This design comes from an exercise in tuning for small area, a short achievable clock period and few clock cycles per item on the open sky130 flow, not from production work. Only simulation tests tie the RTL to the original design; equivalence was not proved.

**design/flow/config.mk**
```make
export PLATFORM = sky130hd
export DESIGN_NAME = mulDivUnit
export DESIGN_NICKNAME = mulDivUnit
export VERILOG_FILES = /design/flow/design.v
export SDC_FILE = /design/flow/constraint.sdc
export NUM_CORES = 4
export LEC_CHECK = 0
export CAP_MARGIN = 20
export CORE_MARGIN = 2
export CORE_UTILIZATION = 40
export SLEW_MARGIN = 20
```
**design/flow/constraint.sdc**
```tcl
create_clock -name core_clock -period 5.0 [get_ports {clk}]
set_input_delay 1.0000 -clock core_clock [delete_from_list [all_inputs] [get_ports {clk}]]
set_output_delay 1.0000 -clock core_clock [all_outputs]
set_load 0.01 [all_outputs]
```
**design/flow/design.v**
```verilog
package mulDivOpPkg;
  typedef enum logic [2:0] {
    opMul    = 3'b000,
    opMulh   = 3'b001,
    opMulhsu = 3'b010,
    opMulhu  = 3'b011,
    opDiv    = 3'b100,
    opDivu   = 3'b101,
    opRem    = 3'b110,
    opRemu   = 3'b111
  } opCodeT;
  function automatic logic isDivOp(input logic [2:0] op);
    isDivOp = op[2];
  endfunction
  function automatic logic lOpSigned(input logic [2:0] op);
    lOpSigned = (op == 3'b001) || (op == 3'b100) || (op == 3'b110);
  endfunction
  function automatic logic rOpSigned(input logic [2:0] op);
    rOpSigned = (op == 3'b001) || (op == 3'b010) || (op == 3'b100) || (op == 3'b110);
  endfunction
  function automatic logic wantsHigh(input logic [2:0] op);
    wantsHigh = (op == 3'b001) || (op == 3'b010) || (op == 3'b011);
  endfunction
  function automatic logic wantsRemainder(input logic [2:0] op);
    wantsRemainder = (op == 3'b110) || (op == 3'b111);
  endfunction
endpackage
package mulDivCtrlPkg;
  typedef enum logic [1:0] {
    stIdle,
    stBusy,
    stOffer,
    stRelease
  } stageStateT;
  typedef enum logic [1:0] {
    kIdle,
    kRun,
    kDone
  } kernelStateT;
endpackage
`timescale 1ns/1ps
module mulDivUnit
#(
  parameter int dataWidth = 32
) (
  input  logic                 clk,
  input  logic                 rstN,
  input  logic                 inReq,
  output logic                 inAck,
  input  logic [2:0]           opCode,
  input  logic [dataWidth-1:0] lOp,
  input  logic [dataWidth-1:0] rOp,
  output logic                 outReq,
  input  logic                 outAck,
  output logic [dataWidth-1:0] result,
  output logic                 divByZero,
  output logic                 divOverflow
);
  localparam int W = 37;
  localparam logic [2:0] sIdle   = 3'd0;
  localparam logic [2:0] sMul    = 3'd1;
  localparam logic [2:0] sDPrep  = 3'd2;
  localparam logic [2:0] sDAlign = 3'd3;
  localparam logic [2:0] sDIter  = 3'd4;
  localparam logic [2:0] sDFin   = 3'd5;
  logic [2:0] state;
  logic oAckQ;
  logic [2:0] op;
  logic [33:0] A;       
  logic [W-1:0] H;      
  logic [31:0] L;       
  logic bm1;            
  logic [5:0] cnt;      
  logic [5:0] itc;      
  logic negRes;
  logic dzR;
  logic ovR;
  logic isIdle, isMul, isDPrep, isDAlign, isDIter, isDFin;
  assign isIdle   = (state == sIdle);
  assign isMul    = (state == sMul);
  assign isDPrep  = (state == sDPrep);
  assign isDAlign = (state == sDAlign);
  assign isDIter  = (state == sDIter);
  assign isDFin   = (state == sDFin);
  logic itcZero;
  assign itcZero = (itc == 6'd0);
  logic lastMul, lastU, finishing, outFree, loadPorts, capture;
  assign lastMul = isMul && itcZero;
  assign lastU = lastMul && (op == 3'd3);
  assign finishing = lastMul || isDFin;
  assign outFree = !outReq && !oAckQ;
  assign loadPorts = isIdle || (finishing && outFree);
  assign capture = loadPorts && inReq && !inAck;
  logic negD;
  assign negD = A[33];
  logic [3:0] mb;
  assign mb = lastU ? 4'b0000 : L[3:0];
  logic d0one, d0two, d0neg, d1one, d1two, d1neg;
  assign d0one = mb[0] ^ bm1;
  assign d0two = (mb[1] & ~mb[0] & ~bm1) | (~mb[1] & mb[0] & bm1);
  assign d0neg = mb[1];
  assign d1one = mb[2] ^ mb[1];
  assign d1two = (mb[3] & ~mb[2] & ~mb[1]) | (~mb[3] & mb[2] & mb[1]);
  assign d1neg = mb[3];
  logic [W-1:0] aExt, a2Ext;
  assign aExt = {{(W-34){A[33]}}, A};
  assign a2Ext = {aExt[W-2:0], 1'b0};
  logic sel1, sel2, neg1;
  assign sel1 = isMul ? d0one : isDIter;
  assign sel2 = isMul && d0two;
  assign neg1 = isMul ? d0neg : (isDIter && !negD);
  logic [W-1:0] in0, in1, in2, pp1;
  assign in1 = ((sel1 ? aExt : '0) | (sel2 ? a2Ext : '0)) ^ {W{neg1}};
  assign pp1 = ((d1one ? aExt : '0) | (d1two ? a2Ext : '0)) ^ {W{d1neg}};
  assign in2 = isMul ? {pp1[W-3:0], d1neg, d1neg} : '0;
  logic divSigned, negN, inv0;
  assign divSigned = (op == 3'd4) || (op == 3'd6);
  assign negN = divSigned && L[31];
  assign inv0 = (isDPrep && negN) || (isDFin && negRes);
  logic [W-1:0] src0;
  always_comb begin
    if (isMul || isDIter) src0 = H;
    else if (isDFin && op[1]) src0 = H;
    else if (isDPrep || isDFin) src0 = {{(W-32){1'b0}}, L};
    else src0 = '0;
  end
  assign in0 = src0 ^ {W{inv0}};
  logic c0, cin;
  assign c0 = (isMul && d0neg) || (isDIter && !negD) || inv0;
  assign cin = isMul && d1neg;
  logic [W-1:0] csaS, csaC, sum;
  assign csaS = in0 ^ in1 ^ in2;
  assign csaC = {(in0[W-2:0] & in1[W-2:0]) | (in0[W-2:0] & in2[W-2:0]) | (in1[W-2:0] & in2[W-2:0]), c0};
  logic [W:0] sumX;
  assign sumX = {csaS, 1'b1} + {csaC, cin};
  assign sum = sumX[W:1];
  logic q;
  assign q = !sum[W-1];
  function automatic logic [5:0] bitLen(input logic [31:0] v);
    bitLen = 6'd0;
    for (int i = 0; i < 32; i++) begin
      if (v[i]) bitLen = 6'(i + 1);
    end
  endfunction
  logic [31:0] lzR, lzL;
  assign lzR = negN ? ~L : L;
  assign lzL = negD ? ~A[31:0] : A[31:0];
  logic [6:0] sh;
  assign sh = {1'b0, bitLen(lzR)} + {6'd0, negN} - {1'b0, bitLen(lzL)};
  logic dzV, ovV;
  assign dzV = (A[31:0] == 32'd0);
  assign ovV = divSigned && (L == 32'h80000000) && (A[31:0] == 32'hffffffff);
  logic [31:0] mulRes;
  always_comb begin
    if (op == 3'd0) mulRes = {sum[3:0], L[31:4]};
    else if (op == 3'd3) mulRes = sum[31:0];
    else mulRes = sum[35:4];
  end
  logic cntLast;
  assign cntLast = (cnt[5:2] != 4'd0) ? (cnt == 6'd4) : (cnt == 6'd1);
  always_ff @(posedge clk) begin
    if (!rstN) begin
      state <= sIdle;
      inAck <= 1'b0;
      outReq <= 1'b0;
      oAckQ <= 1'b0;
    end else begin
      oAckQ <= outAck;
      if (capture) begin
        inAck <= 1'b1;
      end else if (!inReq) begin
        inAck <= 1'b0;
      end
      if (finishing && outFree) begin
        outReq <= 1'b1;
      end else if (outAck) begin
        outReq <= 1'b0;
      end
      if (loadPorts) begin
        if (capture) state <= opCode[2] ? sDPrep : sMul;
        else state <= sIdle;
      end else if (isDPrep) begin
        if (dzV || sh[6]) state <= sDFin;
        else if (sh == 7'd0) state <= sDIter;
        else state <= sDAlign;
      end else if (isDAlign) begin
        if (cntLast) state <= sDIter;
      end else if (isDIter) begin
        if (itcZero) state <= sDFin;
      end
    end
  end
  always_ff @(posedge clk) begin
    if (finishing && outFree) begin
      result <= isMul ? mulRes : sum[31:0];
      divByZero <= dzR;
      divOverflow <= ovR;
    end
    if (loadPorts) begin
      op <= opCode;
      A <= {{2{mulDivOpPkg::lOpSigned(opCode) && lOp[31]}}, lOp};
      L <= rOp;
      H <= '0;
      bm1 <= 1'b0;
      itc <= (opCode == 3'd3) ? 6'd8 : 6'd7;
      dzR <= 1'b0;
      ovR <= 1'b0;
    end else if (isMul) begin
      if (!itcZero) begin
        H <= {{4{sum[W-1]}}, sum[W-1:4]};
        L <= {sum[3:0], L[31:4]};
        bm1 <= L[3];
        itc <= itc - 6'd1;
      end
    end else if (isDPrep) begin
      H <= {{(W-32){1'b0}}, sum[31:0]};
      L <= dzV ? 32'hffffffff : 32'd0;
      cnt <= sh[5:0];
      itc <= sh[5:0];
      negRes <= op[1] ? negN : ((negN ^ negD) && !dzV);
      dzR <= dzV;
      ovR <= ovV;
    end else if (isDAlign) begin
      if (cnt[5:2] != 4'd0) begin
        A <= {A[29:0], 4'd0};
        cnt <= cnt - 6'd4;
      end else begin
        A <= {A[32:0], 1'b0};
        cnt <= cnt - 6'd1;
      end
    end else if (isDIter) begin
      if (q) H <= sum;
      L <= {L[30:0], q};
      A <= {A[33], A[33:1]};
      itc <= itc - 6'd1;
    end
  end
endmodule
```
**design/flow/run.sh**
```bash
#!/bin/bash
# synth_recipe.tcl (not shown) runs the flow's synth.tcl, then flattens the netlist and writes it again
# the make line also repeats each setting of config.mk as NAME=value (left out here)
make -C /OpenROAD-flow-scripts/flow DESIGN_CONFIG=/design/flow/config.mk WORK_HOME=/design/flow/orfs CLKGATE_MAP_FILE= SYNTH_SCRIPT=/design/flow/synth_recipe.tcl finish
```
==> results.json <==
{
  "rows": 72,
  "yosysMostFrequentCell": "nand2_1",
  "crit_buf_inv": 6,
  "gp_congestion": 0.962,
  "hold_violations": 0,
  "hold_class": "reg2reg",
  "rsz0062_at_grt": "yes",
  "ioPinCount": 107,
  "endpoint_kind": "flip-flop",
  "setup_slack_ps": -565,
  "place_worst_setup_slack_ps": -945,
  "cp_slowest_cell": "fa_1",
  "synthArstFlopShare_pct": 0,
  "synth_top_area_share_pct": 22.4,
  "dieArea_sq_um": 40500,
  "fin_crit_ps": 5560,
  "fp.dieH_um": 201,
  "cts_max_level": 4,
  "cts_root_buf": "clkbuf_16",
  "core-area_sq_um": 38600,
  "clk_pin_slew_ps": 70,
  "cts_tree": "built",
  "path_depth": 25,
  "die_w_um": 201,
  "dp_hpwl_um": 43200,
  "worstPathRequired_ps": 5330,
  "synth_area_leaders": "edfxtp_1 (22%), nand2_1 (6.1%), dfxtp_1 (5.9%), a22oi_1 (5.9%), xor2_1 (5.0%)",
  "synth_top_cells_by_count": "nand2_1 (253), clkbuf_1 (151), a21oi_1 (141)",
  "slew_headroom_pct": 24.3,
  "ant_nets": 0,
  "antenna_found_initial": 1,
  "postLayoutCellArea_sq_um": 20600,
  "synth_edf_count": 116,
  "grt_remaining_overflow": 0,
  "ff2ff_setup_slack_ps": -560,
  "drt-initial-drc-count": 1492,
  "r2r-start": "itc[0]",
  "fin_hold_ws_ps": 429,
  "tightestPinTransition_ps": 1130,
  "maxCapViolCount": 0,
  "setup_viol_count_final": 65,
  "drive_above_1_share_pct": 23.4,
  "critical_path_class": "reg2reg",
  "violations": "setup timing",
  "cts_made_buffers": 17,
  "drc_errors": 0,
  "synth_fp_nets": 2115,
  "endpoint": "H[19]",
  "num_antenna_cells": 0,
  "clock-skew-final_ps": 15.6,
  "critPathLaunchType": "flip-flop",
  "wl_per_cell_um": 20.8,
  "first_global_vias": 15500,
  "drtPass1Iterations": 6,
  "synth-seq-area-share_pct": 28.3,
  "clock_sinks": 162,
  "timing.rr.end": "H[19]",
  "grt_first_pass_wirelength_um": 89600,
  "ys_seq_elements": 162,
  "clock_latency_ps": 470,
  "vias": 16200,
  "portBuffers": 106,
  "synth_top_flop_cell": "edfxtp_1",
  "crit_path_max_incr_delay_ps": 460,
  "yosysUniqueCellTypes": 83,
  "crit_fanout": 32,
  "nets": 2402,
  "yosys_warnings": 1,
  "grtUsageTotal_pct": 28.0,
  "crit_start": "itc[0]",
  "reg2regPathDepth": 25,
  "max_freq_mhz": 180,
  "synth_cells": 1952,
  "finalCritPeriodShare_pct": 111,
  "yosys.area.top_type": "edfxtp_1",
  "crit_family": "compound AO/OA/AOI/OAI gates",
  "slew_viol_final": 0,
  "grt_max_degree": 140,
  "area_growth_pct": 32.1,
  "worstPathArrival_ps": 5890,
  "syn-cell-area_sq_um": 15600,
  "syn_avg_cell_area_sq_um": 7.97,
  "via_per_inst": 5.84,
  "cts.path.max_buffers": 2,
  "hold_buffers": 0,
  "routed_wirelength_um": 57500,
  "status": "failed layout checks",
  "post_dp_cell_area_sq_um": 19300,
  "start_util_pct": 40.4
}
[registers in the layout, indices dropped and copies added, names as in the netlist, 3 cells and up]
register  cells
op            3
H            37
cnt           6
state         3
A            34
L            32
result       32
itc           6
[stage by stage]
| stage | util, % | instances | setup TNS, ps |
|---|---|---|---|
| 6_report | 53.3 | 2770 | -27220 |
| 5_1_grt | 53.3 | 2770 | -46640 |
| 4_1_cts | 52.5 | 2762 | -25540 |
| 3_5_place_dp | 50.1 | 2726 | -38930 |
| 3_3_place_gp | 50.0 | 2726 | -33220 |
| 2_1_floorplan | - | 1952 | -13860 |
[cells by family after synthesis]
| group | Yosys count | share of synthesized area (%) |
|---|---|---|
| buffers and inverters | 296 | 7.46 |
| flip-flops | 162 | 28.3 |
| adder cells (fa/ha/maj) | 92 | 9.18 |
| multiplexers | 12 | 0.780 |
| AND/OR/NAND/NOR | 593 | 17.5 |
| AO/OA/AOI/OAI | 631 | 27.4 |
| XOR/XNOR | 166 | 9.34 |
[per-layer routing]
metal	global-route usage [%]	wire length [um]
met5	0	0
met4	8.48	1610
met3	4.39	4070
met2	45.1	26000
met1	38.8	25800
[final cells by class]
type / instances / area (sq um)
Clock buffer: 17 / 425
Timing Repair Buffer: 451 / 3800
Clock inverter: 15 / 161
Fill cell: 3681 / 18000
Sequential cell: 162 / 4400
Inverter: 113 / 427
Multi-Input combinational cell: 1494 / 10700
Tap cell: 518 / 648
[what timing repair did]
action                     CTS  global route
setup endpoints to repair   70            77
cloned                       0             0
buffers inserted             5             8
resized for setup           67            58
pin swaps                   24            31
[worst min path at each step]
stage               startpoint          end  cells past startpoint  slack (ps)
floorplan                  dzR    divByZero                      0         410
global placement           ovR  divOverflow                      0         410
detailed placement         dzR    divByZero                      0         420
CTS                        ovR  divOverflow                      0         430
global route               ovR  divOverflow                      0         450
finish                     ovR  divOverflow                      0         430
[cells in the final DEF (no fill, tap or decap), types with 10 or more instances in the layout]
master           instances
a211oi_2                16
a21oi_1                122
or4_1                   13
or3_1                   21
o211ai_1                12
clkdlybuf4s50_1        106
nand2b_1                16
fa_1                    36
nand4_1                 14
nor2_1                 121
and3_1                  17
nand3_1                 38
o21ai_1                 33
ha_1                    43
o22ai_1                 24
xor2_1                  87
mux2i_1                 11
a21oi_2                 19
o21ai_0                 97
nor3_1                  36
a21o_1                  21
a221oi_1                32
dfxtp_1                 46
xnor2_2                 10
a221o_1                 22
a22oi_2                 13
edfxtp_1               116
a31oi_1                 18
xnor2_1                 65
nand2_1                250
buf_4                  327
inv_1                  107
clkbuf_16               17
a22oi_1                109
Testbench counts, summed over its fixed seeds: cycles 17,300, items 2,048.

separate check: timing with driven ports:
Ports are ideal in the flow. The routed layout listed here was re-timed in OpenROAD. Step 1 assumes that a clkbuf_16 drives the clock port and a buf_2 every other input. Step 2 adds t to the input delays and takes it off the output delays; t is the mean of the earliest and latest rising clock arrival at the registers after step 1. Input paths then give back, and output paths get back, about the clock's delay inside the block. a / b / c = no drivers / after step 1 / after step 2; a / b = the first two.
t, ns: 0.516
slack for setup (ns): -0.565 / -0.565 / -0.565
worst hold slack (ns): 0.429 / 0.429 / 0.429
worst slew at a driven data input, ns: 0.05
For this run, drivers alone change the setup slack by 0.000 ns; drivers and shift together by 0.000 ns.
